What follows belongs to an exercise in optimizing a design on an open flow for small area, a short achievable clock period and few clock cycles; a production flow would make more cautious choices.
Only simulation tests tie the RTL to the original design; equivalence was not proved.
Power figures rest on the tool's default switching activity, not on a simulated workload.

Design cpuTop, start of the top module:
module cpuTop (
    input  logic                       clk,
    input  logic                       reset,
    output logic [32-1:0] wbAdr,
    output logic [32-1:0] wbDatW,
    output logic                       wbWe,
    output logic                       wbCyc,
    output logic                       wbStb,
    input  logic [32-1:0] wbDatR,
    input  logic                       wbAck,
    output logic                       outValid,
    output logic [32-1:0] outData
);
clock: 5.5 ns
lec_check: 0
cap_margin: 20
core_margin: 2
core_utilization: 40
cts_buf_list: sky130_fd_sc_hd__clkbuf_8
cts_cluster_size: 24
place_density: 0.6
setup_slack_margin: 1.5
slew_margin: 20
tns_end_percent: 100
run.sh (not shown) runs the stock make flow with config.mk's settings and CLKGATE_MAP_FILE= SYNTH_SCRIPT=/design/flow/synth_recipe.tcl, a recipe that flattens the netlist after the stock synthesis.
Testbench counts at the start, summed over its fixed seeds: cycles 12,647.
Rerun with:
Settings changed: CTS_BUF_LIST sky130_fd_sc_hd__clkbuf_8 to not set, CTS_CLUSTER_SIZE 24 to not set.
Effect:
- clock-buffer cell count went down by 40
- wire length went down by 0.33%
- final cell count went down by 1.4%
- total power went up by 4.5%
- combinational power is about the same
- setup slack gets worse by 42 ps
- worst hold slack hardly moves
- cell area went up by 0.75%

* * *

Setup of build 98:
cpuTop, a different RTL version from the one above (not shown whole).
Size: roughly 3700 cells after synthesis, ~710 flip-flops, about 140 I/O pins.
==> flow/design.v (excerpt) <==
module cpuTop (
    input  logic                       clk,
    input  logic                       reset,
    output logic [32-1:0] wbAdr,
    output logic [32-1:0] wbDatW,
    output logic                       wbWe,
    output logic                       wbCyc,
    output logic                       wbStb,
    input  logic [32-1:0] wbDatR,
    input  logic                       wbAck,
    output logic                       outValid,
    output logic [32-1:0] outData
);
    localparam int W = 32;
    logic [W-1:0] adr;
    logic         cyc;
    logic         we;
    logic         dreq;       
    logic         squash;     
    logic [W-1:0] oReg;       
    logic         outV;
    logic [W-1:0]     pc;     
    isaPkg::instrWord ir;
    logic [W-1:0]     aReg;
    logic [W-1:0]     opB;    
    logic             subOp;
    logic             fresh;  
    logic [1:0] cls;
    logic [3:0] kind;
    logic       isAluClass;
    logic       isBranch;
    logic       isSpecial;
    logic       isLoad;
  ...
==> flow/config.mk <==
export PLATFORM = sky130hd
export DESIGN_NAME = cpuTop
export DESIGN_NICKNAME = cpuTop
export VERILOG_FILES = /design/flow/design.v
export SDC_FILE = /design/flow/constraint.sdc
export NUM_CORES = 4
export LEC_CHECK = 0
export ABC_CLOCK_PERIOD_IN_PS = 2500
export CAP_MARGIN = 20
export CORE_MARGIN = 2
export CORE_UTILIZATION = 40
export PLACE_DENSITY = 0.6
export SLEW_MARGIN = 20
==> flow/constraint.sdc <==
create_clock -name core_clock -period 5.5 [get_ports {clk}]
set_input_delay 1.1000 -clock core_clock [delete_from_list [all_inputs] [get_ports {clk}]]
set_output_delay 1.1000 -clock core_clock [all_outputs]
set_load 0.01 [all_outputs]
Having completed the whole flow, build 98 delivered a layout that passed the timing, DRC and antenna checks.
Testbench counts of build 98, summed over its fixed seeds: cycles 13,615.
What build 68 does differently from build 98 at the input level:
--- a/flow/config.mk
+++ b/flow/config.mk
@@ -12,0 +13 @@
+export SETUP_SLACK_MARGIN = 1.5
Findings:
Re relative area change from synthesis to final layout: build 98 was lower than build 68. Per the comparison of build 68 with build 98, number of cells traversed by the worst register-to-register path flat, wire length now sits higher.
## Diff of input files: build 65 against build 68
--- a/flow/config.mk
+++ b/flow/config.mk
@@ -8 +7,0 @@
-export ABC_CLOCK_PERIOD_IN_PS = 2500
@@ -13 +11,0 @@
-export SETUP_SLACK_MARGIN = 1.5
==> comparison <==
- In build 65 the power turned out about 0.6% higher than in build 68.
- Of the two candidates, build 68 has the worse cell area and build 65 the better one.
- Sort build 65 and build 68 by proportion of cell area occupied by registers asc -> top: build 68
- Looking at capture point of the critical path, the regFile_i.regs[3][25] result is from build 65; the opB[30] one comes from build 68.
- Where fmax is concerned, build 68 is better than build 65.
- In the metrics for build 65 and build 68, the one carrying the lower sequential power share is build 65.
- Going from build 68 to build 65, hold slack has remained practically unchanged, combined area of the multi-input logic cells decreased about 1.4%, setup slack after layout fell by 460 ps.

* * *

Another version of the RTL of cpuTop (not shown whole).
Size: about 750 flip-flops, about 140 I/O pins, ~40000 µm² of cells after synthesis.
// cpuTop
module cpuTop (
    input  logic                       clk,
    input  logic                       reset,
    output logic [32-1:0] wbAdr,
    output logic [32-1:0] wbDatW,
    output logic                       wbWe,
    output logic                       wbCyc,
    output logic                       wbStb,
    input  logic [32-1:0] wbDatR,
    input  logic                       wbAck,
    output logic                       outValid,
    output logic [32-1:0] outData
);
Settings: LEC_CHECK=0, ABC_AREA=1, CAP_MARGIN=20, CORE_MARGIN=2, CORE_UTILIZATION=40, PLACE_DENSITY=0.6, SETUP_SLACK_MARGIN=2.4, SLEW_MARGIN=20, TNS_END_PERCENT=100; clock period 5.5 ns.
standard.sh (not shown) runs the stock make flow with config.mk's settings and CLKGATE_MAP_FILE= SYNTH_SCRIPT=/design/flow/synth_recipe.tcl, a recipe that flattens the netlist after the stock synthesis.
==> flow/flow/run.sh <==
#!/bin/bash
# The standard layout (the standard.sh, standard synthesis included),
# with the port buffers made from buf_2 cells instead of the flow's default
# choice: every input and output port still gets its own buffer.
set -o pipefail
cp standard.sh standard_sh.log
export BUFFER_PORTS_ARGS="-buffer_cell sky130_fd_sc_hd__buf_2"
bash standard.sh > standard.log 2>&1
The first run finished clean.
Testbench counts at the start, summed over its fixed seeds: cycles 12,647.
Edit:
==> flow/run.sh (new file) <==
#!/bin/bash
# synth_recipe.tcl (not shown) runs the flow's synth.tcl, then flattens the netlist and writes it again
# the make line also repeats each setting of config.mk as NAME=value (left out here)
make -C /OpenROAD-flow-scripts/flow DESIGN_CONFIG=/design/flow/config.mk WORK_HOME=/design/flow/orfs CLKGATE_MAP_FILE= SYNTH_SCRIPT=/design/flow/synth_recipe.tcl finish
Settings changed: ABC_AREA 1 to default, CTS_BUF_LIST from default to sky130_fd_sc_hd__clkbuf_8, CTS_CLUSTER_SIZE from default to 24, SETUP_SLACK_MARGIN 2.4 to 2.0.
removed: flow/flow/run.sh
removed: flow/standard.sh
Result:
- The changed run passed the timing, DRC and antenna checks
- core utilization is lower by 2.2 points
- total power falls by 7.1%
- maximum frequency falls by 11%
- first-iteration DRC count goes down by 25%
Edit:
Settings changed: CTS_BUF_LIST sky130_fd_sc_hd__clkbuf_8 to default, CTS_CLUSTER_SIZE 24 to default.
=>
- routed wire length is lower slightly
- design area is higher slightly
- power is higher by a few percent
- global-route usage is lower by 0.27 points
- setup slack gets better by 0.046 ns
- non-clock buffer count is lower by 13
- die area is unchanged
- synthesized cell count stays the same
- sequential cell count stays the same
- critical path depth stays the same
- clock power is higher by about a fifth
Edit:
Settings changed: CORE_UTILIZATION 40 to 55, PLACE_DENSITY 0.6 to 0.7.
After rerunning: The new run went through all stages and came out clean; clock-buffer cell count drops by 12; sequential power stays flat; design area barely changes; worst hold slack gains 0.0075 ns; setup slack loses 0.093 ns; utilization went up by 19 points; register-to-register slack degrades by 0.09 ns.

-- afterwards: timing with drivers on the ports --
The flow's constraints put no driver on any port. The routed layouts listed below were extracted and timed again, unchanged, in two steps. Step 1 sets driving cells, clkbuf_16 on the clock port and buf_2 on the other inputs (assumed; they add their load-dependent delay and slew). Step 2, shift: input delay + t, output delay - t, t = (earliest + latest rising clock arrival at the registers) / 2. This alone moves slack from input paths to output paths. Slacks: ideal / step 1 / step 2; pairs: ideal / step 1.
run | shift t [ns] | setup WS [ns] | clock arrival spread, ns | worst data-port slew with drivers (ns)
the first run of note 1 | 0.901 | 1.540 / 1.537 / 0.637 | 0.047 / 0.047 | 0.08
the second run of note 1 | 0.750 | 1.499 / 1.499 / 0.820 | 0.037 / 0.038 | 0.09
build 98 | 0.719 | 1.104 / 1.104 / 0.673 | 0.038 / 0.038 | 0.15
build 68 | 0.718 | 1.568 / 1.477 / 0.759 | 0.033 / 0.033 | 0.16
build 65 | 0.719 | 1.104 / 1.104 / 0.673 | 0.038 / 0.038 | 0.15
the first run of note 3 | 0.731 | 2.058 / 2.058 / 1.664 | 0.049 / 0.050 | 0.05
the second run of note 3 | 0.849 | 1.633 / 1.633 / 1.148 | 0.073 / 0.074 | 0.06
the third run of note 3 | 0.718 | 1.679 / 1.679 / 1.375 | 0.039 / 0.038 | 0.06
the fourth run of note 3 | 0.718 | 1.586 / 1.586 / 1.225 | 0.053 / 0.053 | 0.04
After both steps setup and hold are still met in every run listed. For the first run of note 1, which loses most, drivers alone change the setup slack by -0.003 ns; drivers and shift together by -0.903 ns.
